From an optimization exercise on the open Yosys and OpenROAD flow, aimed at small area, a short achievable clock period and few clock cycles; shortcuts taken in it are not production practice.
Only simulation tests tie the RTL to the original design; equivalence was not proved.
Power is estimated from default activity; no workload was simulated.

==> config.mk <==
export PLATFORM = sky130hd
export DESIGN_NAME = k_subset_cover_search
export DESIGN_NICKNAME = k_subset_cover_search
export VERILOG_FILES = /design/flow/design.v
export SDC_FILE = /design/flow/constraint.sdc
export NUM_CORES = 4
export LEC_CHECK = 0
export CAP_MARGIN = 20
export CORE_MARGIN = 2
export CORE_UTILIZATION = 25
export SETUP_SLACK_MARGIN = 2.0
export SLEW_MARGIN = 20
==> design.v <==
package kscs_pkg;
   localparam int MAX_ENTRIES = 32;                         
   localparam int COVER_BITS  = 32;                         
   localparam int POS_W       = $clog2(MAX_ENTRIES);        
   localparam int CNT_W       = $clog2(MAX_ENTRIES + 1);    
   localparam int PROFILE_W   = 32;                         
   localparam int REG_W       = 7;                          
   localparam int CSR_IDX_W   = 2;
   localparam logic [CSR_IDX_W-1:0] REG_SUBSET_SIZE = CSR_IDX_W'(0);
   localparam logic [CSR_IDX_W-1:0] REG_COVER_WIDTH = CSR_IDX_W'(1);
   localparam logic KIND_LOAD   = 1'b0;
   localparam logic KIND_SEARCH = 1'b1;
endpackage
module kscs_cell (
   input  logic [kscs_pkg::COVER_BITS-1:0] word,
   input  logic [kscs_pkg::COVER_BITS-1:0] need,
   output logic                            covers
);
   assign covers = &(word | ~need);
endmodule
module k_subset_cover_search (
   input  logic                              clock,
   input  logic                              reset,
   input  logic                              start,
   output logic                              busy,
   input  logic                              req_kind,
   input  logic                              req_start_new,
   input  logic [kscs_pkg::PROFILE_W-1:0]    req_profile_word,
   output logic                              rsp_strobe,
   output logic                              rsp_found,
   output logic [kscs_pkg::PROFILE_W-1:0]    rsp_chosen_mask,
   input  logic                              csr_we,
   input  logic [kscs_pkg::CSR_IDX_W-1:0]    csr_index,
   input  logic [kscs_pkg::REG_W-1:0]        csr_wdata
);
   localparam int N  = kscs_pkg::MAX_ENTRIES;
   localparam int CB = kscs_pkg::COVER_BITS;
   localparam int CW = kscs_pkg::CNT_W;
   localparam int NR_K = 8;    
   typedef enum logic [3:0] {
      ST_IDLE,
      ST_CHECK,    
      ST_SETX,     
      ST_SETF,     
      ST_ROOT,     
      ST_MDESC,    
      ST_MREPL,    
      ST_MFIX      
   } state_type;
   function automatic logic [N-1:0] prefix_or(input logic [N-1:0] x);
      logic [N-1:0] p;
      p = x;
      for (int l = 1; l < N; l = l * 2) begin
         for (int i = 0; i < N; i++) begin
            if ((i / l) % 2 == 1) p[i] = p[i] | p[(i / l) * l - 1];
         end
      end
      prefix_or = p;
   endfunction
   function automatic logic [N-1:0] suffix_or(input logic [N-1:0] x);
      logic [N-1:0] p;
      p = x;
      for (int l = 1; l < N; l = l * 2) begin
         for (int i = N - 1; i >= 0; i--) begin
            if (((N - 1 - i) / l) % 2 == 1) p[i] = p[i] | p[N - ((N - 1 - i) / l) * l];
         end
      end
      suffix_or = p;
   endfunction
   function automatic logic [N-1:0] lowbit(input logic [N-1:0] x);
      lowbit = x & ~(prefix_or(x) << 1);
   endfunction
   function automatic logic [N-1:0] highbit(input logic [N-1:0] x);
      highbit = x & ~(suffix_or(x) >> 1);
   endfunction
   function automatic logic [N-1:0] below_low(input logic [N-1:0] x);
      below_low = ~prefix_or(x);
   endfunction
   function automatic logic [N-1:0] gt_therm(input logic [kscs_pkg::REG_W-1:0] x);
      logic [N-1:0] oh;
      oh = N'(1) << x[kscs_pkg::POS_W-1:0];
      gt_therm = (|x[kscs_pkg::REG_W-1:kscs_pkg::POS_W]) ? '1 : below_low(oh);
   endfunction
   logic [kscs_pkg::REG_W-1:0] subset_size_ff;
   logic [kscs_pkg::REG_W-1:0] cover_width_ff;
   logic [CW-1:0]              count_ff;
   logic [N-1:0]               valid_ff;     
   logic [CB-1:0]              allor_ff;     
   logic                       f0v_ff;       
   logic [kscs_pkg::POS_W-1:0] f0i_ff;       
   state_type state_ff;
   logic load_accept;
   logic search_accept;
   logic list_full;
   logic list_empty;
   logic [N-1:0] wrow;       
   assign busy          = (state_ff != ST_IDLE);
   assign load_accept   = start & ~busy & (req_kind == kscs_pkg::KIND_LOAD);
   assign search_accept = start & ~busy & (req_kind == kscs_pkg::KIND_SEARCH);
   assign list_full     = valid_ff[N-1];
   assign list_empty    = ~valid_ff[0];
   assign wrow          = req_start_new ? N'(1) : (~valid_ff & {valid_ff[N-2:0], 1'b1});
   always_ff @(posedge clock) begin
      if (reset) begin
         subset_size_ff <= kscs_pkg::REG_W'(1);
         cover_width_ff <= kscs_pkg::REG_W'(64);
         count_ff       <= '0;
         valid_ff       <= '0;
      end else begin
         if (csr_we && csr_index == kscs_pkg::REG_SUBSET_SIZE) subset_size_ff <= csr_wdata;
         if (csr_we && csr_index == kscs_pkg::REG_COVER_WIDTH) cover_width_ff <= csr_wdata;
         if (load_accept) begin
            if (req_start_new) begin
               count_ff <= CW'(1);
               valid_ff <= N'(1);
            end else if (!list_full) begin
               count_ff <= count_ff + 1'b1;
               valid_ff <= {valid_ff[N-2:0], 1'b1};
            end
         end
      end
   end
   always_ff @(posedge clock) begin
      if (load_accept) begin
         if (req_start_new || list_empty) begin
            allor_ff <= req_profile_word[CB-1:0];
            f0v_ff   <= req_profile_word[0];
            f0i_ff   <= '0;
         end else if (!list_full) begin
            allor_ff <= allor_ff | req_profile_word[CB-1:0];
            if (!f0v_ff && req_profile_word[0]) begin
               f0v_ff <= 1'b1;
               f0i_ff <= count_ff[kscs_pkg::POS_W-1:0];
            end
         end
      end
   end
   logic [CB-1:0] mem [N];
   for (genvar gi = 0; gi < N; gi++) begin : g_mem
      always_ff @(posedge clock) begin
         if (load_accept && wrow[gi]) mem[gi] <= req_profile_word[CB-1:0];
      end
   end
   logic [N-1:0] col0;       
   logic [N-1:0] first0;     
   for (genvar gi = 0; gi < N; gi++) begin : g_col0
      assign col0[gi]   = mem[gi][0];
      assign first0[gi] = f0v_ff & (f0i_ff == kscs_pkg::POS_W'(gi));
   end
   logic [CB-1:0]              target_calc;
   logic [N-1:0]               kt_calc;     
   logic [4:1]                 k_ge;        
   logic [N-1:0]               k_all_t;
   logic                       quick_nf;
   assign k_all_t     = gt_therm(subset_size_ff) & gt_therm(cover_width_ff) & valid_ff;
   assign k_ge        = k_all_t[3:0];
   assign kt_calc     = k_all_t >> 1;
   assign target_calc = gt_therm(cover_width_ff);
   assign quick_nf = ~k_ge[1] | ((allor_ff & target_calc) != target_calc);
   logic          k3_ff;       
   logic          kle2_ff;     
   logic [kscs_pkg::REG_W-1:0] w_ff;    
   logic [N-1:0]  remt_ff;     
   logic          nr_ff;       
   logic [N-1:0]  j0n_ff;      
   logic [N-1:0]  a_ff;        
   logic [N-1:0]  s_ff;        
   logic [N-1:0]  nxt_le;      
   logic [N-1:0]  jn_ff;       
   logic          iss_ff;      
   logic [N-1:0]  qp_ff;       
   logic [N-1:0]  ap_ff;       
   logic [CB-1:0] r0_ff;       
   logic [CB-1:0] need_ff;     
   logic [N-1:0]  jf_ff;       
   logic          xv_ff;       
   logic          rsp_strobe_ff;
   logic          rsp_found_ff;
   logic [N-1:0]  rsp_mask_ff;
   logic [CB-1:0] t_dec;
   assign t_dec = gt_therm(w_ff);
   logic [N-1:0]  m_sel;
   logic [CB-1:0] m_out;
   for (genvar gb = 0; gb < CB; gb++) begin : g_mcol
      logic [N-1:0] col;
      for (genvar gi = 0; gi < N; gi++) begin : g_row
         assign col[gi] = mem[gi][gb];
      end
      assign m_out[gb] = |(col & m_sel);
   end
   logic [N-1:0]  p_cov;
   logic [N-1:0]  hits;
   logic          found;
   for (genvar gi = 0; gi < N; gi++) begin : g_cell
      kscs_cell u_cell (
         .word   (mem[gi]),
         .need   (need_ff),
         .covers (p_cov[gi])
      );
   end
   assign hits  = p_cov & ap_ff & ~jf_ff;
   assign found = xv_ff & (|hits);
   logic [CB-1:0] setup_res;
   logic [N-1:0]  qp_low;
   logic [N-1:0]  s_low;
   logic [N-1:0]  j0;          
   logic [N-1:0]  j0n_next;    
   logic [N-1:0]  root_take;
   logic [N-1:0]  nxt_bound;
   logic [N-1:0]  nxt1;        
   logic [N-1:0]  nxt_down;    
   logic [N-1:0]  ge_desc;     
   logic [N-1:0]  ge_repl;     
   logic          mfits;       
   logic          rfits;       
   logic [N-1:0]  mrepl_s;     
   logic [N-1:0]  setx_q;      
   logic          mid_full;    
   logic          mid_last;    
   logic          pair_done;   
   logic          last_fail;   
   assign qp_low    = lowbit(qp_ff);
   assign s_low     = lowbit(s_ff);
   assign setup_res = t_dec & ~m_out;
   assign mid_full  = ~remt_ff[1];
   assign mid_last  = remt_ff[1] & ~remt_ff[2];
   assign j0        = highbit(valid_ff & ~a_ff);
   assign root_take = (state_ff == ST_ROOT) ? j0n_ff : jn_ff;
   assign j0n_next  = lowbit(col0 & a_ff & ~root_take);
   always_comb begin
      if (state_ff == ST_MFIX)      nxt_bound = below_low(s_ff);
      else if (state_ff == ST_ROOT) nxt_bound = ~j0n_ff;
      else                          nxt_bound = nxt_le >> 1;
   end
   assign nxt1      = nxt_le & ~(nxt_le >> 1);
   assign nxt_down  = suffix_or(a_ff & nxt_bound);
   assign ge_desc = ~remt_ff;
   assign ge_repl = ~{remt_ff[N-2:0], 1'b1};
   assign mfits     = |(nxt1 & ge_desc);
   assign rfits     = |(nxt1 & ge_repl);
   assign mrepl_s   = (s_ff ^ s_low) | nxt1;
   assign setx_q    = p_cov & ap_ff;
   assign pair_done = ~iss_ff;
   assign last_fail = kle2_ff | (k3_ff & (j0n_ff == '0));
   assign m_sel = jn_ff;
   always_ff @(posedge clock) begin
      if (reset) begin
         state_ff      <= ST_IDLE;
         rsp_strobe_ff <= 1'b0;
      end else begin
         rsp_strobe_ff <= 1'b0;
         case (state_ff)
            ST_IDLE: begin
               if (search_accept) begin
                  if (quick_nf)       rsp_strobe_ff <= 1'b1;
                  else if (kt_calc[NR_K-2]) state_ff <= ST_MDESC;
                  else if (k_ge[4])   state_ff <= ST_ROOT;
                  else                state_ff <= ST_CHECK;
               end
            end
            ST_CHECK: begin
               if (found || (pair_done && last_fail)) begin
                  rsp_strobe_ff <= 1'b1;
                  state_ff      <= ST_IDLE;
               end else if (pair_done) begin
                  if (k3_ff)   state_ff <= ST_SETX;
                  else if (!rfits)      state_ff <= ST_MFIX;
                  else if (mid_full)    state_ff <= ST_SETF;
                  else                  state_ff <= ST_MDESC;
               end
            end
            ST_SETF: state_ff <= ST_SETX;
            ST_SETX: state_ff <= ST_CHECK;
            ST_ROOT: begin
               if (j0n_ff == '0 || nr_ff) begin
                  rsp_strobe_ff <= 1'b1;
                  state_ff      <= ST_IDLE;
               end else begin
                  state_ff <= ST_MDESC;
               end
            end
            ST_MDESC: begin
               if (!mfits)        state_ff <= ST_MREPL;
               else if (mid_last) state_ff <= ST_SETF;
            end
            ST_MREPL: begin
               if (s_ff == '0)    state_ff <= ST_ROOT;
               else if (!rfits)   state_ff <= ST_MFIX;
               else if (mid_full) state_ff <= ST_SETF;
               else               state_ff <= ST_MDESC;
            end
            ST_MFIX: state_ff <= ST_MREPL;
            default: state_ff <= ST_IDLE;
         endcase
      end
   end
   always_ff @(posedge clock) begin
      case (state_ff)
         ST_IDLE: begin
            rsp_found_ff <= 1'b0;
            rsp_mask_ff  <= '0;
         end
         ST_CHECK: begin
            rsp_found_ff <= found;
            rsp_mask_ff  <= lowbit(hits) |
                            ((jf_ff | j0 | s_ff) & {N{found | ~(pair_done & last_fail)}});
         end
         ST_ROOT: begin
            rsp_found_ff <= 1'b0;
            rsp_mask_ff  <= '0;
         end
         default: ;
      endcase
   end
   always_ff @(posedge clock) begin
      case (state_ff)
         ST_IDLE: begin
            k3_ff   <= k_ge[3] & ~k_ge[4];
            kle2_ff <= ~k_ge[3];
            w_ff    <= cover_width_ff;
            s_ff    <= '0;
            nr_ff   <= kt_calc[NR_K-2];
            remt_ff <= kt_calc[NR_K-2] ? kt_calc : (kt_calc >> 1);
            xv_ff   <= ~k_ge[2];
            jf_ff   <= '0;
            if (!k_ge[2]) begin
               need_ff <= target_calc;
               iss_ff  <= 1'b0;
               a_ff    <= valid_ff;
               ap_ff   <= valid_ff;
            end else if (!k_ge[3]) begin
               r0_ff   <= target_calc;
               jn_ff   <= first0;
               qp_ff   <= col0 & valid_ff & ~first0;
               iss_ff  <= 1'b1;
               a_ff    <= valid_ff;
               ap_ff   <= valid_ff;
            end else begin
               a_ff    <= valid_ff;
               j0n_ff  <= first0;
               jn_ff   <= first0;
               iss_ff  <= 1'b0;
               nxt_le  <= valid_ff;
            end
         end
         ST_CHECK: begin
            if (!pair_done) begin
               need_ff <= r0_ff & ~m_out;
               jf_ff   <= jn_ff;
               jn_ff   <= (qp_ff == '0) ? j0n_ff : qp_low;
               iss_ff  <= (qp_ff != '0);
               qp_ff   <= qp_ff ^ qp_low;
               xv_ff   <= 1'b1;
            end else begin
               xv_ff <= 1'b0;
               jf_ff <= '0;
               if (k3_ff) begin
                  a_ff    <= a_ff & ~jn_ff;
                  ap_ff   <= a_ff & ~jn_ff;
                  j0n_ff  <= j0n_next;
                  r0_ff   <= setup_res;
                  need_ff <= lowbit(setup_res);
               end else if (rfits) begin
                  s_ff   <= mrepl_s;
                  nxt_le <= nxt_down;
                  jn_ff  <= j0 | mrepl_s;
               end else begin
                  s_ff   <= s_ff ^ s_low;
                  remt_ff <= {remt_ff[N-2:0], 1'b1};
               end
            end
         end
         ST_SETF: begin
            r0_ff   <= setup_res;
            need_ff <= lowbit(setup_res);
            ap_ff   <= a_ff & below_low(s_ff);
            jf_ff   <= '0;
            xv_ff   <= 1'b0;
         end
         ST_SETX: begin
            jn_ff  <= (setx_q == '0) ? j0n_ff : lowbit(setx_q);
            iss_ff <= (setx_q != '0);
            qp_ff  <= setx_q & ~lowbit(setx_q);
         end
         ST_ROOT: begin
            a_ff   <= a_ff & ~j0n_ff;
            j0n_ff <= j0n_next;
            s_ff   <= '0;
            nxt_le <= nxt_down;
         end
         ST_MDESC: begin
            if (mfits) begin
               s_ff   <= s_ff | nxt1;
               nxt_le <= nxt_down;
               jn_ff  <= j0 | s_ff | nxt1;
               remt_ff <= remt_ff >> 1;
            end
         end
         ST_MREPL: begin
            if (rfits) begin
               s_ff   <= mrepl_s;
               nxt_le <= nxt_down;
               jn_ff  <= j0 | mrepl_s;
            end else begin
               s_ff   <= s_ff ^ s_low;
               remt_ff <= {remt_ff[N-2:0], 1'b1};
            end
         end
         ST_MFIX: begin
            nxt_le <= nxt_down;
         end
         default: ;
      endcase
   end
   assign rsp_strobe      = rsp_strobe_ff;
   assign rsp_found       = rsp_found_ff;
   assign rsp_chosen_mask = kscs_pkg::PROFILE_W'(rsp_mask_ff);
endmodule
==> run.sh <==
#!/bin/bash
# synth_recipe.tcl (not shown) runs the flow's synth.tcl, then flattens the netlist and writes it again
# the make line also repeats each setting of config.mk as NAME=value (left out here)
make -C /OpenROAD-flow-scripts/flow DESIGN_CONFIG=/design/flow/config.mk WORK_HOME=/design/flow/orfs CLKGATE_MAP_FILE= SYNTH_SCRIPT=/design/flow/synth_recipe.tcl finish
==> constraint.sdc <==
create_clock -name core_clock -period 6.5 [get_ports {clock}]
set_input_delay 1.3000 -clock core_clock [delete_from_list [all_inputs] [get_ports {clock}]]
set_output_delay 1.3000 -clock core_clock [all_outputs]
set_load 0.01 [all_outputs]
==> run_results.csv, run 1 <==
group,metric,value,unit
run_status,run_status,"complete, no violations",
pwr,power.density_cell_area,250,nW/um^2
worst_setup_path,cp_data_arrival_time,5360,ps
clock_tree,clk_path_buf_depth,4,
timing,count_of_final_setup_violators,0,
worst_setup_path,crit_path_cell_trace,"buf_4 -> nand2b_1 -> o2111ai_1 -> or4_1 -> or4_4 -> buf_12 -> and3_1 -> and4b_1 -> nand4_1 -> o21ai_2 -> a2111oi_0 -> buf_4 -> a21oi_1",
pwr,power.share.switching,26.2,%
synth,async_reset_ff_share,0,%
clock_tree,htree_levels,4,
route,drtAntennaViolNets,0,
timing,final_max_slew_viol_count,0,
finish,area_growth,25.6,%
clock_tree,tritoncts.num_buffers,197,
floorplan,initial_utilization,25.1,%
synth,mappedNetlistArea,73500,sq um
timing,unrepaired_setup_endpoints_after_global_routing,"true",
global_routing,vias_in_the_first_global_route,67400,
timing,finalHoldViolations,0,
synth,yosys.cell_count.top_type,"sky130_fd_sc_hd__edfxtp_1",
timing,setup-tns-final,0,ps
global_routing,grt_remaining_overflow,0,
synth,number_of_distinct_standard_cells_referenced_by_the_synthesized_netlist,89,
worst_setup_path,crit_top_cell,"sky130_fd_sc_hd__buf_4",
synth,synth.largest_area_cell,"sky130_fd_sc_hd__edfxtp_1",
timing,relSlewSlack,8.74,%
pwr,power.switching,6.05,mW
timing,finalCriticalPeriod,4750,ps
worst_setup_path,worstReg2RegStart,"need_ff[31]$_DFFE_PP_",
synth,synthesis.instances,6375,
clock_tree,clock_sink_count,1514,
worst_setup_path,r2r_end,"jn_ff[26]$_DFFE_PP_",
finish,post_route_cells_drive_above_1_share,18.7,%
floorplan,core_area,293000,sq um
pwr,comb_power_share,5.0,%
global_routing,grt_pass1_wl,898000,um
worst_setup_path,max_stage_delay,560,ps
pwr,clock_power_share,48.4,%
worst_setup_path,cp_data_required_time,7110,ps
pwr,power.share.sequential,46.6,%
finish,finish.net_count,6992,
worst_setup_path,r2r_setup_slack,1750,ps
timing,timing.hold.ws,523,ps
worst_setup_path,setup.worst_path.start,"need_ff[31]$_DFFE_PP_",
clock_tree,cts_tree,"built",
floorplan,num_rows,199,
synth,synth-edff-count,1459,
global_routing,global_route_usage_sum,48.2,%
floorplan,dieHeight,546,um
synth,yosysSeqAreaShare,61.1,%
clock_tree,clk_pin_slew,70,ps
floorplan,floorplan.io_pins,82,
timing,fmax,211,MHz
route,postRouteWirelength,745000,um
worst_setup_path,crit_path_end_kind,"flop",
route,drc,0,
flow_run,cap_violations,0,
placement,place.port_buffers,81,
pwr,internal_power,17.0,mW
placement,detailedPlacementHpwl,558000,um
route,dr_total_vias,75600,
route,drt-pass1-iter-count,8,
worst_setup_path,timing.critical_path.fanout_max,14,
worst_setup_path,startpoint_type,"flop",
synth,top_area_cell_type_share_of_the_netlist_area,59.6,%
timing,fin_skew,124,ps
route,first_iter_violations,14600,
timing,layout_worst_path_cycle_share,73.0,%
timing,worst-slew-pin-transition,1370,ps
pwr,p_leak,31.2,nW
worst_setup_path,worst-r2r-cell-count,13,
synth,netlist_top_cells_area,"sky130_fd_sc_hd__edfxtp_1 (60%), sky130_fd_sc_hd__a22oi_1 (4.5%), sky130_fd_sc_hd__nand2b_1 (4.4%), sky130_fd_sc_hd__o22ai_1 (2.5%), sky130_fd_sc_hd__nand2_1 (2.4%)",
worst_setup_path,worst-setup-path-type,"flop to flop",
synth,synth_top_flop_cell,"sky130_fd_sc_hd__edfxtp_1",
route,drt-wirelength-per-cell,66.7,um
floorplan,dieArea,298000,sq um
route,route.detailed.vias_per_inst,6.77,
global_routing,grt_max_degree,56,
synth,syn_nets,6423,
floorplan,die_w,546,um
synth,ranking_of_synthesized_cells_by_instance_count,"sky130_fd_sc_hd__edfxtp_1 (1459), sky130_fd_sc_hd__nand2b_1 (520), sky130_fd_sc_hd__nand2_1 (469)",
hold_path,min-delay-path-class,"flop to flop",
pwr,power,23.1,mW
worst_setup_path,crit_path_end,"jn_ff[26]$_DFFE_PP_",
global_routing,grt_antenna_before_repair,139,
synth,syn_area_per_cell,11.5,sq um
placement,place_congestion,1.06,
pwr,vdd.ir_drop.worst,245,uV
clock_tree,clock_latency_at_the_later_pin_of_the_worst_skew_pair,980,ps
clock_tree,clk_root_buffer_cell,"sky130_fd_sc_hd__clkbuf_16",
worst_setup_path,critPathSlowestCell,"sky130_fd_sc_hd__or4_1",
synth,ys_seq_elements,1514,
synth,yosys_warnings,3,
power by group through the flow:
stage                     clock, mW  sequential (mW)  combinational (mW)
after floorplan                   0             10.9               0.240
after global placement            0             11.0               0.996
after detailed placement          0             11.0               0.999
after CTS                      11.2             10.8                1.07
after global routing           11.5             10.8                1.09
final                          11.2             10.8                1.15
registers in the layout, indices dropped and copies added (netlist names), 7 cells and up:
signal	flops
mem	1024
a_ff	32
allor_ff	32
ap_ff	32
j0n_ff	32
jf_ff	32
jn_ff	32
need_ff	32
nxt_le	32
qp_ff	32
r0_ff	32
remt_ff	32
rsp_mask_ff	32
s_ff	32
valid_ff	32
cover_width_ff	7
subset_size_ff	7
w_ff	7
metrics by stage:
step	instance area [sq um]	worst slack (ps)	std cells	util, %
final	92300	1750	11200	31.5
after global routing	92100	1810	11100	31.4
after CTS	91500	1850	11000	31.2
after detailed placement	83800	1030	10600	28.6
after global placement	83500	245	10500	28.5
after floorplan	73600	1380	6375	-
layer usage:
metal  track usage, %  vias to the layer above  part of all wire, %
met5                0                        -                0.028
met4             49.7                       32                   13
met3             13.3                     2135                   10
met2             72.1                     7305                   43
met1             54.0                    39500                   34
li1                 -                    26700                    -
layout by cell type (no fill, tap or decap), types with 48 or more instances in the layout:
cell / count
sky130_fd_sc_hd__a22oi_1: 439
sky130_fd_sc_hd__a22o_1: 113
sky130_fd_sc_hd__a221oi_1: 76
sky130_fd_sc_hd__nand2b_1: 499
sky130_fd_sc_hd__and2_1: 60
sky130_fd_sc_hd__buf_4: 593
sky130_fd_sc_hd__nand2_1: 463
sky130_fd_sc_hd__diode_2: 145
sky130_fd_sc_hd__clkdlybuf4s50_1: 57
sky130_fd_sc_hd__o22ai_1: 279
sky130_fd_sc_hd__nand3_1: 153
sky130_fd_sc_hd__buf_12: 92
sky130_fd_sc_hd__nand4_1: 169
sky130_fd_sc_hd__o2111ai_1: 96
sky130_fd_sc_hd__nor2_1: 355
sky130_fd_sc_hd__clkinv_1: 56
sky130_fd_sc_hd__clkbuf_16: 199
sky130_fd_sc_hd__dfxtp_1: 52
sky130_fd_sc_hd__a21oi_1: 197
sky130_fd_sc_hd__nor4_1: 50
sky130_fd_sc_hd__edfxtp_1: 1459
sky130_fd_sc_hd__nor2b_1: 56
sky130_fd_sc_hd__a21o_1: 48
sky130_fd_sc_hd__inv_1: 82
sky130_fd_sc_hd__nor3_1: 105
sky130_fd_sc_hd__o21ai_0: 336
logic make-up after synthesis:
group                      synth area share [%]
DFF                                        61.1
buffers and inverters                      2.81
adders and majority gates                0.0306
xor gates and xnor gates                 0.0357
and+or+nand+nor                            16.5
AOI/OAI and AO/OA                          19.1
muxes                                     0.402
what timing repair did:
action,in CTS,in global routing
setup endpoints to repair,202,174
hold buffers,0,0
setup buffers,92,13
pin swaps,18,5
gates resized for setup,128,44
gates cloned,2,2
worst min-delay path by stage:
| stage | from | end | cells past startpoint |
|---|---|---|---|
| 2_1_floorplan | cover_width_ff[5]$_SDFFE_PP0P_ | w_ff[5]$_DFFE_PP_ | 0 |
| 3_3_place_gp | subset_size_ff[5]$_SDFFE_PP0P_ | subset_size_ff[5]$_SDFFE_PP0P_ | 2 |
| 3_5_place_dp | subset_size_ff[5]$_SDFFE_PP0P_ | subset_size_ff[5]$_SDFFE_PP0P_ | 2 |
| 4_1_cts | subset_size_ff[5]$_SDFFE_PP0P_ | subset_size_ff[5]$_SDFFE_PP0P_ | 2 |
| 5_1_grt | cover_width_ff[5]$_SDFFE_PP0P_ | w_ff[5]$_DFFE_PP_ | 0 |
| 6_report | count_ff[4]$_SDFFE_PP0P_ | count_ff[4]$_SDFFE_PP0P_ | 2 |
cell type report:
type	count	area, sq um
Antenna cell	145	363
Sequential cell	1514	44900
Inverter	113	487
Tap cell	3919	4900
Clock buffer	245	5160
Timing Repair Buffer	798	7500
Multi-Input combinational cell	4320	28000
Clock inverter	118	1010
Fill cell	30000	201000
worst max-delay path: cells and delay by family (launching register included):
family | cells | cell delay [ps]
AOI/OAI and AO/OA | 4 | 1120
buffers and inverters | 3 | 650
DFF | 1 | 480
and+or+nand+nor | 6 | 2120
Testbench counts, summed over its fixed seeds: cycles 29,368.
==> run 2, diff against run 1 <==
--- a/config.mk
+++ b/config.mk
@@ -10,3 +10,5 @@
 export CORE_UTILIZATION = 25
-export SETUP_SLACK_MARGIN = 2.0
+export CTS_CLUSTER_DIAMETER = 60
+export CTS_CLUSTER_SIZE = 30
+export SETUP_SLACK_MARGIN = 1.5
 export SLEW_MARGIN = 20
==> run 2 against run 1 <==
- clock skew fell by 60 ps
- via count is 1.1% lower
- worst hold slack better by 24 ps
- sequential cell count unchanged
- total power up 5.0%
- synthesized area unchanged
- first-iteration DRC count shrank 1.9%
- synthesized cell count unchanged
- worst setup slack got worse by 480 ps
- core utilization is 0.49 points lower
- critical endpoint is now jn_ff[25]$_DFFE_PP_
==> run_results.csv, run 2 <==
group,metric,value,unit
run_status,run_status,"complete, no violations",
clock_tree,clk_path_buf_depth,4,
route,drtAntennaViolNets,0,
timing,worst-slew-pin-transition,1280,ps
synth,synth-edff-count,1459,
pwr,vdd.ir_drop.worst,236,uV
worst_setup_path,timing.critical_path.fanout_max,19,
hold_path,min-delay-path-class,"flop to flop",
route,drt-wirelength-per-cell,67.1,um
synth,async_reset_ff_share,0,%
floorplan,floorplan.io_pins,82,
placement,post_dp_cell_area,83100,sq um
route,drc,0,
synth,yosys.cell_count.top_type,"sky130_fd_sc_hd__edfxtp_1",
timing,final_max_slew_viol_count,0,
clock_tree,clock_latency_at_the_later_pin_of_the_worst_skew_pair,950,ps
finish,fill_cells,30100,
finish,largest_reg_flops,1024,
synth,yosys_warnings,3,
finish,layout_common_cells,"sky130_fd_sc_hd__edfxtp_1 (1459), sky130_fd_sc_hd__buf_4 (538), sky130_fd_sc_hd__nand2b_1 (516)",
route,first_iter_violations,14300,
clock_tree,cts_tree,"built",
finish,fin_area,90900,sq um
finish,finish.net_count,6882,
placement,detailedPlacementHpwl,555000,um
finish,largest_register,"mem",
floorplan,dieHeight,546,um
global_routing,global_route_usage_sum,47.8,%
synth,synthesis.instances,6375,
floorplan,die_w,546,um
floorplan,num_rows,199,
synth,ranking_of_synthesized_cells_by_instance_count,"sky130_fd_sc_hd__edfxtp_1 (1459), sky130_fd_sc_hd__nand2b_1 (520), sky130_fd_sc_hd__nand2_1 (469)",
finish,mostFrequentLayoutCell,"sky130_fd_sc_hd__edfxtp_1",
synth,synth_top_flop_cell,"sky130_fd_sc_hd__edfxtp_1",
finish,post_route_cells_drive_above_1_share,17.0,%
synth,synth.largest_area_cell,"sky130_fd_sc_hd__edfxtp_1",
timing,count_of_final_setup_violators,0,
synth,number_of_distinct_standard_cells_referenced_by_the_synthesized_netlist,89,
flow_run,cap_violations,0,
pwr,power.density_cell_area,267,nW/um^2
worst_setup_path,critPathSlowestCell,"sky130_fd_sc_hd__nor4_2",
global_routing,vias_in_the_first_global_route,66700,
worst_setup_path,crit_path_cell_trace,"buf_4 -> inv_1 -> buf_4 -> o2111ai_1 -> nor4_2 -> nand3_1 -> nand3_1 -> nor3_1 -> nand4_1 -> buf_4 -> nor2_2 -> buf_4 -> o22ai_1 -> a32oi_1",
clock_tree,clock_sink_count,1514,
clock_tree,holdBufCountCts,0,
timing,relSlewSlack,14.2,%
worst_setup_path,max_stage_delay,1110,ps
pwr,p_leak,30.6,nW
synth,ys_seq_elements,1514,
synth,syn_nets,6423,
placement,place.port_buffers,81,
timing,setup-tns-final,0,ps
worst_setup_path,crit_path_end_kind,"flop",
timing,fin_skew,64.2,ps
global_routing,grt_remaining_overflow,0,
worst_setup_path,cp_data_arrival_time,5780,ps
finish,area_growth,23.6,%
route,route.detailed.vias_per_inst,6.80,
floorplan,core_area,293000,sq um
global_routing,grt_max_degree,56,
timing,fmax,191,MHz
synth,netlist_top_cells_area,"sky130_fd_sc_hd__edfxtp_1 (60%), sky130_fd_sc_hd__a22oi_1 (4.5%), sky130_fd_sc_hd__nand2b_1 (4.4%), sky130_fd_sc_hd__o22ai_1 (2.5%), sky130_fd_sc_hd__nand2_1 (2.4%)",
placement,place_congestion,1.07,
worst_setup_path,worst-setup-path-type,"flop to flop",
pwr,power,24.2,mW
clock_tree,tritoncts.num_buffers,201,
synth,top_area_cell_type_share_of_the_netlist_area,59.6,%
floorplan,dieArea,298000,sq um
clock_tree,clk_pin_slew,70,ps
global_routing,grt_antenna_before_repair,120,
worst_setup_path,cp_data_required_time,7050,ps
floorplan,initial_utilization,25.1,%
timing,finalCriticalPeriod,5220,ps
synth,syn_area_per_cell,11.5,sq um
timing,finalHoldViolations,0,
synth,mappedNetlistArea,73500,sq um
route,dr_total_vias,74800,
route,drt-pass1-iter-count,6,
route,postRouteWirelength,737000,um
clock_tree,clk_root_buffer_cell,"sky130_fd_sc_hd__clkbuf_16",
worst_setup_path,startpoint_type,"flop",
clock_tree,htree_levels,4,
synth,yosysSeqAreaShare,61.1,%
timing,layout_worst_path_cycle_share,80.4,%
worst_setup_path,crit_top_cell,"sky130_fd_sc_hd__buf_4",
global_routing,grt_pass1_wl,891000,um
timing,unrepaired_setup_endpoints_after_global_routing,"false",
## run 2: layer usage
layer | global-route usage [%] | vias to the layer above | share of wire (%) | wire length, um
met1 | 53.9 | 39500 | 35 | 257000
met4 | 47.7 | 36 | 12 | 91000
met3 | 13.4 | 2054 | 10 | 73700
met2 | 71.3 | 6873 | 43 | 315000
li1 | - | 26400 | - | -
met5 | 0.593 | - | 0.060 | 439
## run 2: repair_timing
action                                  4_1_cts  5_1_grt
endpoints found under the setup margin       83       13
resized for setup                            21       14
setup buffers                                33        1
pin swaps                                     0        1
## run 2: critical path: cells and delay by family, from the launching register on
kind | cells | cell delay [ps]
buffers and inverters | 5 | 1490
DFF | 1 | 360
and+or+nand+nor | 6 | 2200
AOI/OAI and AO/OA | 3 | 730
## run 2: path summary, 6_finish.rpt
check	from	end	slack [ps]	cells after the start
max reg2reg	need_ff[7]$_DFFE_PP_	jn_ff[25]$_DFFE_PP_	1280	14
max	need_ff[7]$_DFFE_PP_	jn_ff[25]$_DFFE_PP_	1280	14
min reg2reg	subset_size_ff[6]$_SDFFE_PP0P_	subset_size_ff[6]$_SDFFE_PP0P_	550	2
min	subset_size_ff[6]$_SDFFE_PP0P_	subset_size_ff[6]$_SDFFE_PP0P_	550	2
## run 2: area by class of cell
class	count	area, sq um	share of cell area, %
diodes	79	198	0.217
clock buffers	221	5320	5.85
clock inverters	148	1730	1.90
inverters	113	458	0.504
multi-input cells	4319	27300	30.0
flip-flops and latches	1514	44900	49.4
well taps	3919	4900	5.39
repair buffers	685	6080	6.69
## run 2: cell families (layout without fill, tap and decap cells)
family	Yosys count	count (layout)	synth area share (%)
buffers and inverters	542	1167	2.81
other	0	79	0
adder cells (fa/ha/maj)	2	2	0.0306
flip-flops	1514	1514	61.1
AO/OA/AOI/OAI	2004	2004	19.1
AND/OR/NAND/NOR	2281	2281	16.5
multiplexers	29	29	0.402
XOR/XNOR	3	3	0.0357
## run 2: where the power goes
group          switching (mW)  leakage [nW]  internal (mW)  total [mW]
clock network            5.47          3.42           6.91        12.4
registers              0.0785          14.2           10.7        10.8
logic                   0.898          13.0          0.188        1.09
total                    6.44          30.6           17.8        24.2
## run 2: metrics by stage
step | setup WS, ps | hold WS, ps | util, % | instances
after floorplan | 1380 | 445 | - | 6375
after CTS | 1460 | 530 | 30.9 | 10900
after global routing | 1500 | 572 | 30.9 | 10900
final | 1280 | 547 | 31.0 | 11000
after detailed placement | 812 | 505 | 28.3 | 10500
after global placement | -151 | 492 | 28.3 | 10500
==> run 3, diff against run 2 <==
--- a/config.mk
+++ b/config.mk
@@ -12,3 +12,3 @@
 export CTS_CLUSTER_SIZE = 30
-export SETUP_SLACK_MARGIN = 1.5
+export SETUP_SLACK_MARGIN = 2.5
 export SLEW_MARGIN = 20
==> run 3 against run 2 <==
- total power shrank 0.97%
- clock skew increased by 6.7 ps
- clock power shrank 3%
- first-iteration DRC count grew 4.7%
- worst setup slack improved by 940 ps
- synthesized cell count did not move
- sequential cell count is the same
- critical path depth grew 2
- maximum frequency increased by 22%
- count of clock-buffer cells in the layout shrank 10
- final area is 8.9% higher
- critical endpoint is now state_ff[1]$_SDFFE_PP0P_
- largest cell class unchanged
==> run_results.csv, run 3 <==
group,metric,value,unit
finish,area_growth,34.7,%
synth,syn_nets,6423,
global_routing,grt_antenna_before_repair,146,
floorplan,dieHeight,546,um
timing,finalCriticalPeriod,4280,ps
synth,ys_seq_elements,1514,
clock_tree,htree_levels,4,
route,postRouteWirelength,772000,um
clock_tree,clk_pin_slew,60,ps
synth,async_reset_ff_share,0,%
timing,fin_skew,70.9,ps
synth,yosys.cell_count.top_type,"sky130_fd_sc_hd__edfxtp_1",
hold_path,worst_hold_path_stage_count,2,
pwr,power.density_cell_area,242,nW/um^2
synth,netlist_top_cells_area,"sky130_fd_sc_hd__edfxtp_1 (60%), sky130_fd_sc_hd__a22oi_1 (4.5%), sky130_fd_sc_hd__nand2b_1 (4.4%), sky130_fd_sc_hd__o22ai_1 (2.5%), sky130_fd_sc_hd__nand2_1 (2.4%)",
synth,mappedNetlistArea,73500,sq um
clock_tree,clk_root_buffer_cell,"sky130_fd_sc_hd__clkbuf_16",
finish,multi_input_comb_area,30200,sq um
worst_setup_path,timing.critical_path.fanout_max,7,
worst_setup_path,cp_data_arrival_time,5080,ps
finish,largest_reg_flops,1024,
floorplan,num_rows,199,
synth,synth.area.mux_share,0.402,%
route,drc,0,
synth,synthesis.instances,6375,
global_routing,global_route_usage_sum,49.9,%
synth,top_area_cell_type_share_of_the_netlist_area,59.6,%
placement,place_congestion,1.08,
route,dr_total_vias,78000,
hold_path,min_from,"count_ff[4]$_SDFFE_PP0P_",
timing,setup-tns-final,0,ps
floorplan,initial_utilization,25.1,%
synth,yosysSeqAreaShare,61.1,%
hold_path,hold_path_endpoint,"count_ff[4]$_SDFFE_PP0P_",
worst_setup_path,r2r_end,"state_ff[1]$_SDFFE_PP0P_",
floorplan,floorplan.io_pins,82,
flow_run,cap_violations,0,
finish,ff_latch_area,44900,sq um
hold_path,min-delay-path-class,"flop to flop",
synth,post_synth_and_or_nand_nor_area_fraction,16.5,%
synth,ranking_of_synthesized_cells_by_instance_count,"sky130_fd_sc_hd__edfxtp_1 (1459), sky130_fd_sc_hd__nand2b_1 (520), sky130_fd_sc_hd__nand2_1 (469)",
clock_tree,clock_sink_count,1514,
worst_setup_path,worst-setup-path-type,"flop to flop",
timing,timing.hold.ws,524,ps
timing,worst-slew-pin-transition,1280,ps
synth,dominant_combinational_cell_family_by_area_after_synthesis,"compound AO/OA/AOI/OAI gates",
worst_setup_path,worst-r2r-cell-count,16,
timing,unrepaired_setup_endpoints_after_global_routing,"true",
timing,final_max_slew_viol_count,0,
finish,finish.net_count,7247,
timing,layout_worst_path_cycle_share,65.9,%
finish,layout_common_cells,"sky130_fd_sc_hd__edfxtp_1 (1459), sky130_fd_sc_hd__buf_4 (688), sky130_fd_sc_hd__nand2_1 (454)",
placement,detailedPlacementHpwl,543000,um
route,route.detailed.vias_per_inst,6.85,
synth,synth_top_flop_cell,"sky130_fd_sc_hd__edfxtp_1",
global_routing,vias_in_the_first_global_route,69000,
route,drt-pass1-iter-count,7,
synth,synth-compound-area-share,19.1,%
clock_tree,cts_tree,"built",
floorplan,die_w,546,um
synth,synth-xor-area-share,0.0357,%
worst_setup_path,startpoint_type,"flop",
synth,synth.largest_area_cell,"sky130_fd_sc_hd__edfxtp_1",
clock_tree,clk_path_buf_depth,4,
finish,post_route_cells_drive_above_1_share,26.8,%
pwr,vdd.ir_drop.worst,222,uV
synth,synth-edff-count,1459,
placement,place.port_buffers,81,
route,drt-wirelength-per-cell,67.8,um
timing,finalHoldViolations,0,
worst_setup_path,worstReg2RegStart,"need_ff[5]$_DFFE_PP_",
floorplan,dieArea,298000,sq um
global_routing,grt_pass1_wl,927000,um
worst_setup_path,cp_data_required_time,7300,ps
timing,count_of_final_setup_violators,0,
route,drtAntennaViolNets,0,
finish,mostFrequentLayoutCell,"sky130_fd_sc_hd__edfxtp_1",
finish,largest_register,"mem",
worst_setup_path,setup.worst_path.start,"need_ff[5]$_DFFE_PP_",
global_routing,grt_max_degree,54,
worst_setup_path,crit_path_end_kind,"flop",
run_status,run_status,"complete, no violations",
route,first_iter_violations,15000,
synth,syn_area_per_cell,11.5,sq um
synth,yosys_warnings,3,
global_routing,grt_remaining_overflow,0,
clock_tree,tritoncts.num_buffers,192,
floorplan,core_area,293000,sq um
synth,number_of_distinct_standard_cells_referenced_by_the_synthesized_netlist,89,
pwr,p_leak,34.2,nW
timing,fmax,234,MHz
timing,relSlewSlack,14.5,%
worst_setup_path,r2r_setup_slack,2220,ps
synth,synth-adder-area-share,0.0306,%
clock_tree,clock_latency_at_the_later_pin_of_the_worst_skew_pair,950,ps
finish,fill_cells,29600,
run 3: cell count changes in the layout (fill, tap and decap cells not counted), moves of 40 or more:
| cell | before | now |
|---|---|---|
| sky130_fd_sc_hd__buf_12 | 63 | 159 |
| sky130_fd_sc_hd__buf_4 | 538 | 688 |
| sky130_fd_sc_hd__buf_6 | 3 | 64 |
| sky130_fd_sc_hd__nand2b_1 | 516 | 418 |
| sky130_fd_sc_hd__nand2b_2 | 3 | 72 |
| sky130_fd_sc_hd__o2111ai_1 | 108 | 68 |
| sky130_fd_sc_hd__o22ai_1 | 281 | 232 |
run 3: power by group:
group          total, mW  switching [mW]  internal (mW)
Clock               12.0            5.45           6.51
Sequential          10.8          0.0657           10.7
Combinational       1.28           0.984          0.298
run 3: worst max-delay path, cell delays in order, from the launching register on:
cell	delay, ps
sky130_fd_sc_hd__edfxtp_1	410
sky130_fd_sc_hd__buf_12	150
sky130_fd_sc_hd__buf_16	140
sky130_fd_sc_hd__nand2b_1	230
sky130_fd_sc_hd__o2111a_1	290
sky130_fd_sc_hd__nand4_1	410
sky130_fd_sc_hd__or4_4	810
sky130_fd_sc_hd__buf_8	180
sky130_fd_sc_hd__o22a_1	190
sky130_fd_sc_hd__nand4_1	310
sky130_fd_sc_hd__o41ai_4	100
sky130_fd_sc_hd__buf_6	180
sky130_fd_sc_hd__buf_12	140
sky130_fd_sc_hd__o21ai_4	80
sky130_fd_sc_hd__buf_6	130
sky130_fd_sc_hd__nor3_2	30
sky130_fd_sc_hd__o311a_1	290
run 3: repair_timing:
| item | in CTS | in global routing |
|---|---|---|
| endpoints found under the setup margin | 759 | 174 |
| setup buffers | 265 | 93 |
| hold buffers | 0 | 0 |
| gates cloned | 29 | 5 |
| gates resized for setup | 617 | 234 |
| endpoints found under the hold margin | 0 | 0 |
| pin swaps | 80 | 75 |
run 3: cells by family after synthesis:
logic type,after synthesis
AND/OR/NAND/NOR,2281
AO/OA/AOI/OAI,2004
flip-flops,1514
buffers and inverters,542
multiplexers,29
XOR/XNOR,3
adder cells (fa/ha/maj),2
run 3: how the worst max path moves through the flow:
stage | end | slack (ps) | cells after the start
floorplan | mem[10][0]$_DFFE_PP_ | 1380 | 5
global placement | state_ff[2]$_SDFFE_PP0P_ | 750 | 14
detailed placement | state_ff[2]$_SDFFE_PP0P_ | 910 | 14
CTS | qp_ff[29]$_DFFE_PP_ | 2410 | 11
global route | jn_ff[5]$_DFFE_PP_ | 2390 | 11
finish | state_ff[1]$_SDFFE_PP0P_ | 2220 | 16
run 3: layer usage:
layer  vias up  track usage (%)  wire length [um]
li1      27200                -                 -
met1     40600             55.1            263000
met2      7595             73.3            326000
met4        32             53.1             99900
met5         -           0.0321               236
met3      2515             15.6             82200
run 3: layout make-up:
class                      instances  area share, %
clock inverter                   143           1.64
clock buffer                     211           5.13
antenna                          107          0.270
tap                             3919           4.95
multi-input combinational       4320           30.5
sequential                      1514           45.4
timing repair buffer            1058           11.6
inverter                         113          0.567
run 3: through the flow:
stage | instances | cell area (sq um) | power [mW] | utilization [%] | worst slack (ps)
CTS | 11200 | 96600 | 23.8 | 32.9 | 2410
finish | 11400 | 99000 | 24.0 | 33.8 | 2220
floorplan | 6375 | 73600 | 11.2 | - | 1380
detailed placement | 10500 | 83600 | 12.0 | 28.5 | 914
global placement | 10500 | 83400 | 12.0 | 28.4 | 749
global route | 11300 | 98800 | 24.2 | 33.7 | 2390
==> run 4, diff against run 3 <==
--- a/design.v
+++ b/design.v
@@ -216,2 +216,3 @@
    logic [N-1:0]  mrepl_s;     
+   logic [N-1:0]  next_setup;
    logic [N-1:0]  setx_q;      
@@ -241,2 +242,3 @@
    assign mrepl_s   = (s_ff ^ s_low) | nxt1;
+   assign next_setup = k3_ff ? j0n_ff : (j0 | mrepl_s);
    assign setx_q    = p_cov & ap_ff;
@@ -267,4 +269,3 @@
                   else if (!rfits)      state_ff <= ST_MFIX;
-                  else if (mid_full)    state_ff <= ST_SETF;
-                  else                  state_ff <= ST_MDESC;
+                  else                  state_ff <= ST_SETX;
                end
@@ -349,3 +350,3 @@
                jf_ff   <= jn_ff;
-               jn_ff   <= (qp_ff == '0) ? j0n_ff : qp_low;
+               jn_ff   <= (qp_ff == '0) ? next_setup : qp_low;
                iss_ff  <= (qp_ff != '0);
@@ -363,5 +364,7 @@
                end else if (rfits) begin
-                  s_ff   <= mrepl_s;
-                  nxt_le <= nxt_down;
-                  jn_ff  <= j0 | mrepl_s;
+                  s_ff    <= mrepl_s;
+                  nxt_le  <= nxt_down;
+                  ap_ff   <= a_ff & (nxt_le >> 1);
+                  r0_ff   <= setup_res;
+                  need_ff <= lowbit(setup_res);
                end else begin
@@ -380,3 +383,3 @@
          ST_SETX: begin
-            jn_ff  <= (setx_q == '0) ? j0n_ff : lowbit(setx_q);
+            jn_ff  <= (setx_q == '0) ? next_setup : lowbit(setx_q);
             iss_ff <= (setx_q != '0);
--- a/config.mk
+++ b/config.mk
@@ -10,4 +10,2 @@
 export CORE_UTILIZATION = 25
-export CTS_CLUSTER_DIAMETER = 60
-export CTS_CLUSTER_SIZE = 30
 export SETUP_SLACK_MARGIN = 2.5
==> run 4 against run 3 <==
- core utilization shrank 1.5 points
- sequential cell count is the same
- die area grew 5.5%
- sequential power is essentially flat
- worst setup slack lost 110 ps
- total power grew 1.6%
- critical path depth shrank 3
- non-clock buffer count shrank 120
- clock power is essentially flat
- final cell count grew 6.5%
- final area grew 0.66%
- count of clock-buffer cells in the layout grew 42
- largest cell class unchanged
- largest power group unchanged
==> run_results.csv, run 4 <==
group,metric,value,unit
worst_setup_path,crit_buf_inv,4,
worst_setup_path,worst-setup-path-type,"flop to flop",
timing,final_max_slew_viol_count,0,
timing,worst-slew-pin-transition,1310,ps
route,drt-pass1-iter-count,19,
route,first_iter_violations,16600,
worst_setup_path,cp_data_arrival_time,5150,ps
global_routing,grt_antenna_before_repair,172,
hold_path,min_from,"count_ff[4]$_SDFFE_PP0P_",
worst_setup_path,timing.critical_path.fanout_max,8,
synth,syn_area_per_cell,11.0,sq um
worst_setup_path,worst-r2r-cell-count,13,
clock_tree,cts_tree,"built",
pwr,power.density_cell_area,245,nW/um^2
synth,async_reset_ff_share,0,%
floorplan,initial_utilization,25.1,%
floorplan,die_w,561,um
synth,top_area_cell_type_share_of_the_netlist_area,56.5,%
hold_path,hold_path_endpoint,"count_ff[4]$_SDFFE_PP0P_",
pwr,comb_power_share,7.9,%
finish,mostFrequentLayoutCell,"sky130_fd_sc_hd__edfxtp_1",
global_routing,vias_in_the_first_global_route,73000,
route,drt-wirelength-per-cell,67.0,um
pwr,power.share.switching,27.4,%
worst_setup_path,r2r_setup_slack,2110,ps
worst_setup_path,crit_path_end_kind,"flop",
worst_setup_path,crit_top_cell,"sky130_fd_sc_hd__nand4_1",
clock_tree,clk_pin_slew,70,ps
timing,fin_skew,81.7,ps
worst_setup_path,critPathTopFamily,"simple AND/OR/NAND/NOR gates",
timing,setup-tns-final,0,ps
clock_tree,tritoncts.num_buffers,202,
clock_tree,clock_sink_count,1514,
route,postRouteWirelength,812000,um
timing,layout_worst_path_cycle_share,67.5,%
pwr,p_leak,33.8,nW
worst_setup_path,cp_data_required_time,7260,ps
worst_setup_path,max_stage_delay,700,ps
synth,yosys_warnings,3,
synth,synth.largest_area_cell,"sky130_fd_sc_hd__edfxtp_1",
finish,layout_common_cells,"sky130_fd_sc_hd__edfxtp_1 (1459), sky130_fd_sc_hd__buf_4 (694), sky130_fd_sc_hd__nand2b_1 (576)",
route,drtAntennaViolNets,0,
placement,place_congestion,1.13,
timing,relSlewSlack,12.2,%
clock_tree,holdBufCountCts,0,
flow_run,cap_violations,0,
timing,fmax,228,MHz
hold_path,min-delay-path-class,"flop to flop",
synth,synth_top_flop_cell,"sky130_fd_sc_hd__edfxtp_1",
synth,syn_nets,7071,
synth,mappedNetlistArea,77600,sq um
floorplan,floorplan.io_pins,82,
synth,synth-edff-count,1459,
clock_tree,clk_root_buffer_cell,"sky130_fd_sc_hd__clkbuf_16",
pwr,internal_power,17.7,mW
finish,post_route_cells_drive_above_1_share,21.9,%
clock_tree,clock_latency_at_the_later_pin_of_the_worst_skew_pair,960,ps
global_routing,global_route_usage_sum,49.8,%
pwr,power.share.sequential,44.2,%
pwr,clock_power_share,47.9,%
run_status,run_status,"complete, no violations",
global_routing,grt_max_degree,106,
clock_tree,clk_path_buf_depth,4,
timing,finalCriticalPeriod,4390,ps
worst_setup_path,critPathSlowestCell,"sky130_fd_sc_hd__nor4_1",
finish,largest_reg_flops,1024,
finish,area_growth,28.5,%
finish,largest_register,"mem",
timing,unrepaired_setup_endpoints_after_global_routing,"true",
global_routing,grt_remaining_overflow,0,
worst_setup_path,crit_path_cell_trace,"buf_4 -> nand2b_1 -> nand4_1 -> nor4_1 -> nand3_2 -> and4b_4 -> nand4_1 -> o31a_1 -> buf_12 -> buf_16 -> buf_6 -> o211ai_1 -> nor4b_2",
hold_path,worst_hold_path_stage_count,2,
pwr,vdd.ir_drop.worst,218,uV
finish,finish.net_count,7774,
floorplan,core_area,309000,sq um
synth,yosysSeqAreaShare,57.9,%
synth,ranking_of_synthesized_cells_by_instance_count,"sky130_fd_sc_hd__edfxtp_1 (1459), sky130_fd_sc_hd__nand2b_1 (624), sky130_fd_sc_hd__nand2_1 (500)",
synth,netlist_top_cells_area,"sky130_fd_sc_hd__edfxtp_1 (56%), sky130_fd_sc_hd__nand2b_1 (5.0%), sky130_fd_sc_hd__a22oi_1 (4.3%), sky130_fd_sc_hd__nand4_1 (2.9%), sky130_fd_sc_hd__nand2_1 (2.4%)",
route,dr_total_vias,83700,
global_routing,grt_pass1_wl,975000,um
synth,number_of_distinct_standard_cells_referenced_by_the_synthesized_netlist,110,
pwr,power.switching,6.67,mW
floorplan,num_rows,204,
synth,synthesis.instances,7023,
timing,finalHoldViolations,0,
worst_setup_path,worstReg2RegStart,"need_ff[27]$_DFFE_PP_",
floorplan,dieArea,315000,sq um
pwr,power,24.4,mW
timing,count_of_final_setup_violators,0,
synth,yosys.cell_count.top_type,"sky130_fd_sc_hd__edfxtp_1",
route,route.detailed.vias_per_inst,6.91,
route,drc,0,
worst_setup_path,startpoint_type,"flop",
floorplan,dieHeight,561,um
placement,place.port_buffers,81,
worst_setup_path,r2r_end,"state_ff[1]$_SDFFE_PP0P_",
placement,detailedPlacementHpwl,616000,um
clock_tree,htree_levels,4,
synth,ys_seq_elements,1514,
[run 4: changes by cell type after synthesis, sizes merged, moves of 29 or more]
cell	delta
inv	+32
nand2	+32
clkbuf	-29
nand3	+31
nor4	+90
buf	+41
nand4	+191
nand2b	+105
o21ai	-56
nor2b	+179
o22ai	-93
nor2	+33
a211oi	+30
o2111ai	-73
[run 4: power groups by stage]
stage | Clock, mW | Combinational, mW | Sequential [mW]
final | 11.7 | 1.92 | 10.8
after global routing | 11.9 | 1.80 | 10.8
after CTS | 11.6 | 1.72 | 10.8
after detailed placement | 0 | 1.52 | 11.0
after global placement | 0 | 1.54 | 11.0
after floorplan | 0 | 0.401 | 10.9
[run 4: kinds of logic after synthesis]
family | Yosys count | synth area share, %
adders and majority gates | 1 | 0.0161
muxes | 27 | 0.353
and+or+nand+nor | 3065 | 22.1
AOI/OAI and AO/OA | 1837 | 16.7
xor gates and xnor gates | 3 | 0.0339
buffers and inverters | 576 | 2.97
DFF | 1514 | 57.9
[run 4: area by class of cell]
| class | instances | area [sq um] |
|---|---|---|
| well taps | 4120 | 5150 |
| fillers | 31500 | 209000 |
| diodes | 112 | 280 |
| repair buffers | 938 | 9060 |
| clock buffers | 253 | 5350 |
| clock inverters | 113 | 1100 |
| multi-input cells | 4935 | 33200 |
| inverters | 135 | 639 |
| flip-flops and latches | 1514 | 44900 |
[run 4: layer usage]
metal / share of wire [%] / wire length, um / GRT usage, % / up-vias
met5: 0.13 / 1070 / 0.738 / -
met4: 12 / 97400 / 47.2 / 48
met3: 13 / 106000 / 20.9 / 2452
met2: 39 / 320000 / 68.7 / 8518
met1: 35 / 288000 / 57.7 / 43500
li1: - / - / - / 29200
[run 4: how the worst max path moves through the flow]
stage                                  start                        to  slack, ps  depth (start not counted)
floorplan           state_ff[0]$_SDFFE_PP0P_      mem[25][0]$_DFFE_PP_       1510                          8
global placement       need_ff[23]$_DFFE_PP_       jn_ff[27]$_DFFE_PP_        660                         11
detailed placement       jn_ff[28]$_DFFE_PP_     need_ff[27]$_DFFE_PP_        900                         11
CTS                     need_ff[5]$_DFFE_PP_        jn_ff[0]$_DFFE_PP_       2400                         14
global route           need_ff[19]$_DFFE_PP_        jn_ff[0]$_DFFE_PP_       2310                         13
finish                 need_ff[27]$_DFFE_PP_  state_ff[1]$_SDFFE_PP0P_       2110                         13
[run 4: worst register-to-register path, cell delays in order (launching register included)]
cell and delay (ps):
sky130_fd_sc_hd__edfxtp_1 520, sky130_fd_sc_hd__buf_4 260, sky130_fd_sc_hd__nand2b_1 460, sky130_fd_sc_hd__nand4_1 170
sky130_fd_sc_hd__nor4_1 700, sky130_fd_sc_hd__nand3_2 510, sky130_fd_sc_hd__and4b_4 470, sky130_fd_sc_hd__nand4_1 170
sky130_fd_sc_hd__o31a_1 200, sky130_fd_sc_hd__buf_12 140, sky130_fd_sc_hd__buf_16 160, sky130_fd_sc_hd__buf_6 150
sky130_fd_sc_hd__o211ai_1 80, sky130_fd_sc_hd__nor4b_2 190
[run 4: stage by stage]
stage / area [sq um] / utilization (%) / cells / hold WS, ps / worst slack, ps
floorplan: 77700 / - / 7023 / 406 / 1510
global placement: 87100 / 28.2 / 11400 / 503 / 661
detailed placement: 87300 / 28.3 / 11400 / 520 / 899
CTS: 97900 / 31.7 / 11900 / 533 / 2400
global route: 99500 / 32.2 / 12000 / 568 / 2310
finish: 99700 / 32.3 / 12100 / 539 / 2110
[run 4: what timing repair did]
action                                  in CTS  in global routing
gates resized for setup                    423                207
endpoints found under the hold margin        0                  0
cloned                                      10                  4
buffers inserted                           190                 63
endpoints found under the setup margin     917                300
pin swaps                                   61                 86
Testbench counts of run 4, summed over its fixed seeds: cycles 28,691.
==> run 5, diff against run 4 <==
--- a/config.mk
+++ b/config.mk
@@ -10,3 +10,3 @@
 export CORE_UTILIZATION = 25
-export SETUP_SLACK_MARGIN = 2.5
+export SETUP_SLACK_MARGIN = 2.25
 export SLEW_MARGIN = 20
==> run 5 against run 4 <==
- synthesized cell count unchanged
- non-clock buffer count decreased by 135
- sequential cell count unchanged
- final area fell by 3.2%
- total power shrank 0.68%
- first-iteration DRC count is 2.5% higher
- core utilization fell by 1.0 points
- still clean
- worst hold slack improved by 4.7 ps
- final cell count is 0.87% lower
==> run_results.csv, run 5 <==
group,metric,value,unit
worst_setup_path,timing.critical_path.fanout_max,10,
finish,fin_area,96500,sq um
timing,finalHoldViolations,0,
synth,yosys.cell_count.top_type,"sky130_fd_sc_hd__edfxtp_1",
floorplan,initial_utilization,25.1,%
floorplan,die_w,561,um
clock_tree,tritoncts.num_buffers,199,
synth,mappedNetlistArea,77600,sq um
floorplan,floorplan.io_pins,82,
route,dr_total_vias,82700,
route,drt-wirelength-per-cell,67.3,um
hold_path,min_from,"count_ff[4]$_SDFFE_PP0P_",
finish,finish.utilization,31.3,%
finish,layout_common_cells,"sky130_fd_sc_hd__edfxtp_1 (1459), sky130_fd_sc_hd__buf_4 (614), sky130_fd_sc_hd__nand2b_1 (596)",
route,route.detailed.vias_per_inst,6.89,
global_routing,grt_remaining_overflow,0,
worst_setup_path,r2r_setup_slack,2010,ps
finish,area_growth,24.4,%
run_status,run_status,"complete, no violations",
clock_tree,clock_latency_at_the_later_pin_of_the_worst_skew_pair,970,ps
finish,finish.net_count,7635,
worst_setup_path,critPathSlowestCell,"sky130_fd_sc_hd__and4_1",
finish,largest_reg_flops,1024,
clock_tree,clk_pin_slew,60,ps
synth,ranking_of_synthesized_cells_by_instance_count,"sky130_fd_sc_hd__edfxtp_1 (1459), sky130_fd_sc_hd__nand2b_1 (624), sky130_fd_sc_hd__nand2_1 (500)",
synth,netlist_top_cells_area,"sky130_fd_sc_hd__edfxtp_1 (56%), sky130_fd_sc_hd__nand2b_1 (5.0%), sky130_fd_sc_hd__a22oi_1 (4.3%), sky130_fd_sc_hd__nand4_1 (2.9%), sky130_fd_sc_hd__nand2_1 (2.4%)",
hold_path,hold_path_endpoint,"count_ff[4]$_SDFFE_PP0P_",
worst_setup_path,cp_data_arrival_time,5130,ps
floorplan,core_area,309000,sq um
finish,post_route_cells_drive_above_1_share,17.5,%
synth,post_synth_and_or_nand_nor_area_fraction,22.1,%
worst_setup_path,max_stage_delay,570,ps
synth,syn_nets,7071,
synth,dominant_combinational_cell_family_by_area_after_synthesis,"simple AND/OR/NAND/NOR gates",
synth,synth-xor-area-share,0.0339,%
synth,syn_area_per_cell,11.0,sq um
global_routing,grt_antenna_before_repair,176,
worst_setup_path,crit_buf_inv,3,
timing,count_of_final_setup_violators,0,
timing,setup-tns-final,0,ps
synth,synth.largest_area_cell,"sky130_fd_sc_hd__edfxtp_1",
synth,synthesis.instances,7023,
worst_setup_path,crit_path_end_kind,"flop",
floorplan,num_rows,204,
pwr,vdd.ir_drop.worst,212,uV
timing,final_max_slew_viol_count,0,
placement,place.port_buffers,81,
clock_tree,clk_root_buffer_cell,"sky130_fd_sc_hd__clkbuf_16",
route,drt-pass1-iter-count,19,
worst_setup_path,worst-r2r-cell-count,10,
worst_setup_path,setup.worst_path.start,"need_ff[22]$_DFFE_PP_",
global_routing,global_route_usage_sum,49.8,%
clock_tree,clock_sink_count,1514,
synth,yosysSeqAreaShare,57.9,%
clock_tree,htree_levels,4,
timing,timing.hold.ws,543,ps
timing,worst-slew-pin-transition,1400,ps
global_routing,vias_in_the_first_global_route,72500,
global_routing,grt_max_degree,106,
worst_setup_path,worst-setup-path-type,"flop to flop",
clock_tree,holdBufCountCts,0,
placement,post_dp_cell_area,87400,sq um
floorplan,dieHeight,561,um
timing,finalCriticalPeriod,4490,ps
placement,detailedPlacementHpwl,626000,um
synth,synth-adder-area-share,0.0161,%
timing,fmax,223,MHz
finish,largest_register,"mem",
placement,place_congestion,1.16,
timing,relSlewSlack,6.82,%
route,postRouteWirelength,809000,um
hold_path,worst_hold_path_stage_count,2,
worst_setup_path,critPathTopFamily,"simple AND/OR/NAND/NOR gates",
pwr,power,24.2,mW
synth,yosys_warnings,3,
worst_setup_path,worstReg2RegStart,"need_ff[22]$_DFFE_PP_",
floorplan,dieArea,315000,sq um
hold_path,min-delay-path-class,"flop to flop",
global_routing,grt_pass1_wl,976000,um
synth,async_reset_ff_share,0,%
worst_setup_path,crit_path_cell_trace,"inv_2 -> buf_4 -> o22ai_1 -> nor4_1 -> nand3_2 -> and4_1 -> and3_1 -> buf_4 -> a221oi_1 -> a32oi_1",
finish,mostFrequentLayoutCell,"sky130_fd_sc_hd__edfxtp_1",
route,first_iter_violations,17000,
synth,top_area_cell_type_share_of_the_netlist_area,56.5,%
worst_setup_path,startpoint_type,"flop",
worst_setup_path,crit_top_cell,"sky130_fd_sc_hd__buf_4",
timing,layout_worst_path_cycle_share,69.0,%
flow_run,cap_violations,0,
route,drtAntennaViolNets,0,
synth,synth-compound-area-share,16.7,%
synth,synth-edff-count,1459,
synth,synth.area.mux_share,0.353,%
worst_setup_path,r2r_end,"jn_ff[28]$_DFFE_PP_",
clock_tree,cts_tree,"built",
pwr,power.density_cell_area,251,nW/um^2
timing,unrepaired_setup_endpoints_after_global_routing,"true",
synth,synth_top_flop_cell,"sky130_fd_sc_hd__edfxtp_1",
pwr,p_leak,32.4,nW
clock_tree,clk_path_buf_depth,4,
worst_setup_path,cp_data_required_time,7140,ps
route,drc,0,
synth,number_of_distinct_standard_cells_referenced_by_the_synthesized_netlist,110,
synth,ys_seq_elements,1514,
timing,fin_skew,81.9,ps
run 5: cell count changes in the layout (fill, tap and decap cells not counted), moves of 12 or more:
| cell | before | now |
|---|---|---|
| sky130_fd_sc_hd__buf_12 | 102 | 86 |
| sky130_fd_sc_hd__buf_4 | 694 | 614 |
| sky130_fd_sc_hd__buf_6 | 46 | 19 |
| sky130_fd_sc_hd__diode_2 | 112 | 147 |
| sky130_fd_sc_hd__inv_1 | 104 | 116 |
| sky130_fd_sc_hd__nand2b_1 | 576 | 596 |
| sky130_fd_sc_hd__nand2b_2 | 46 | 27 |
| sky130_fd_sc_hd__nand3_1 | 167 | 179 |
| sky130_fd_sc_hd__nor2_1 | 381 | 394 |
| sky130_fd_sc_hd__nor2b_1 | 203 | 222 |
| sky130_fd_sc_hd__nor3_1 | 109 | 121 |
| sky130_fd_sc_hd__nor4_1 | 132 | 150 |
| sky130_fd_sc_hd__o22ai_1 | 163 | 190 |
| sky130_fd_sc_hd__o22ai_2 | 24 | 7 |
run 5: repair_timing:
| action | CTS | global route |
|---|---|---|
| resized for setup | 121 | 78 |
| setup buffers | 105 | 21 |
| gates cloned | 2 | 1 |
| setup endpoints to repair | 511 | 176 |
| pin swaps | 17 | 12 |
| endpoints found under the hold margin | 0 | 0 |
run 5: how the worst max path moves through the flow:
stage | end | slack [ps] | cells past startpoint
final | jn_ff[28]$_DFFE_PP_ | 2010 | 10
after global placement | rsp_mask_ff[28]$_SDFFCE_PP0P_ | -40 | 11
after global routing | jn_ff[28]$_DFFE_PP_ | 2220 | 13
after detailed placement | rsp_mask_ff[22]$_SDFFCE_PP0P_ | 1030 | 11
after CTS | rsp_mask_ff[22]$_SDFFCE_PP0P_ | 2140 | 12
after floorplan | mem[10][0]$_DFFE_PP_ | 1320 | 9
run 5: kinds of logic (layout without fill, tap and decap cells):
| kind of cell | count (synthesis) | after routing |
|---|---|---|
| flops | 1514 | 1514 |
| mux | 27 | 27 |
| xor+xnor | 3 | 3 |
| other cells | 0 | 147 |
| fa+ha+maj | 1 | 1 |
| simple gates | 3065 | 3066 |
| compound gates | 1837 | 1837 |
| buf+inv | 576 | 1299 |
run 5: worst register-to-register path, delay by kind of cell (launching register included):
family / cells / cell delay, ps
simple gates: 4 / 1880
buf+inv: 3 / 1060
compound gates: 3 / 820
flops: 1 / 470
run 5: through the flow:
stage | worst slack, ps | std cells
3_5_place_dp | 1030 | 11400
5_1_grt | 2220 | 11900
6_report | 2010 | 12000
2_1_floorplan | 1320 | 7023
3_3_place_gp | -35.6 | 11400
4_1_cts | 2140 | 11800
run 5: area by class of cell:
cell class / instances / area (sq um)
inverters: 135 / 542
clock inverters: 119 / 1240
repair buffers: 803 / 7460
flip-flops and latches: 1514 / 44900
clock buffers: 242 / 5180
well taps: 4120 / 5150
fillers: 31700 / 212000
multi-input cells: 4934 / 31700
diodes: 147 / 368
run 5: per-layer routing:
metal | up-vias | track usage, % | part of all wire [%]
met5 | - | 0.527 | 0.079
met3 | 2164 | 19.9 | 13
li1 | 28900 | - | -
met1 | 43600 | 58.9 | 36
met2 | 7996 | 69.0 | 40
met4 | 58 | 44.8 | 11
run 5: where the power goes:
| part | total [mW] | internal [mW] | switching, mW |
|---|---|---|---|
| combinational | 1.77 | 0.334 | 1.43 |
| clock | 11.7 | 6.54 | 5.13 |
| sequential | 10.8 | 10.7 | 0.0720 |

static timing again, ports no longer ideal:
No port has a modelled driver above. Below, the same layouts with a new extraction and two added sets of constraints. Step 1: set_driving_cell puts a clkbuf_16 on clock and a buf_2 on each other input, an assumption about the parent block. Step 2 adds t to the input delays and takes it off the output delays; t is the mean of the earliest and latest rising clock arrival at the registers after step 1. Input paths then give back, and output paths get back, about the clock's delay inside the block. a / b / c = ideal ports / drivers / drivers and shift; a / b = the first two.
run	t, ns	setup WS [ns]	worst setup path at the end
run 1	1.023	1.753 / 1.753 / 1.534	input to register
run 2	1.030	1.277 / 1.277 / 1.277	register to register
run 3	1.016	2.219 / 2.219 / 2.121	input to register
run 4	1.044	2.112 / 2.112 / 1.828	input to register
run 5	1.044	2.012 / 2.012 / 1.746	input to register
After both steps setup and hold are still met in every run listed. For run 4, which loses most, drivers alone change the setup slack by 0.000 ns; drivers and shift together by -0.284 ns.
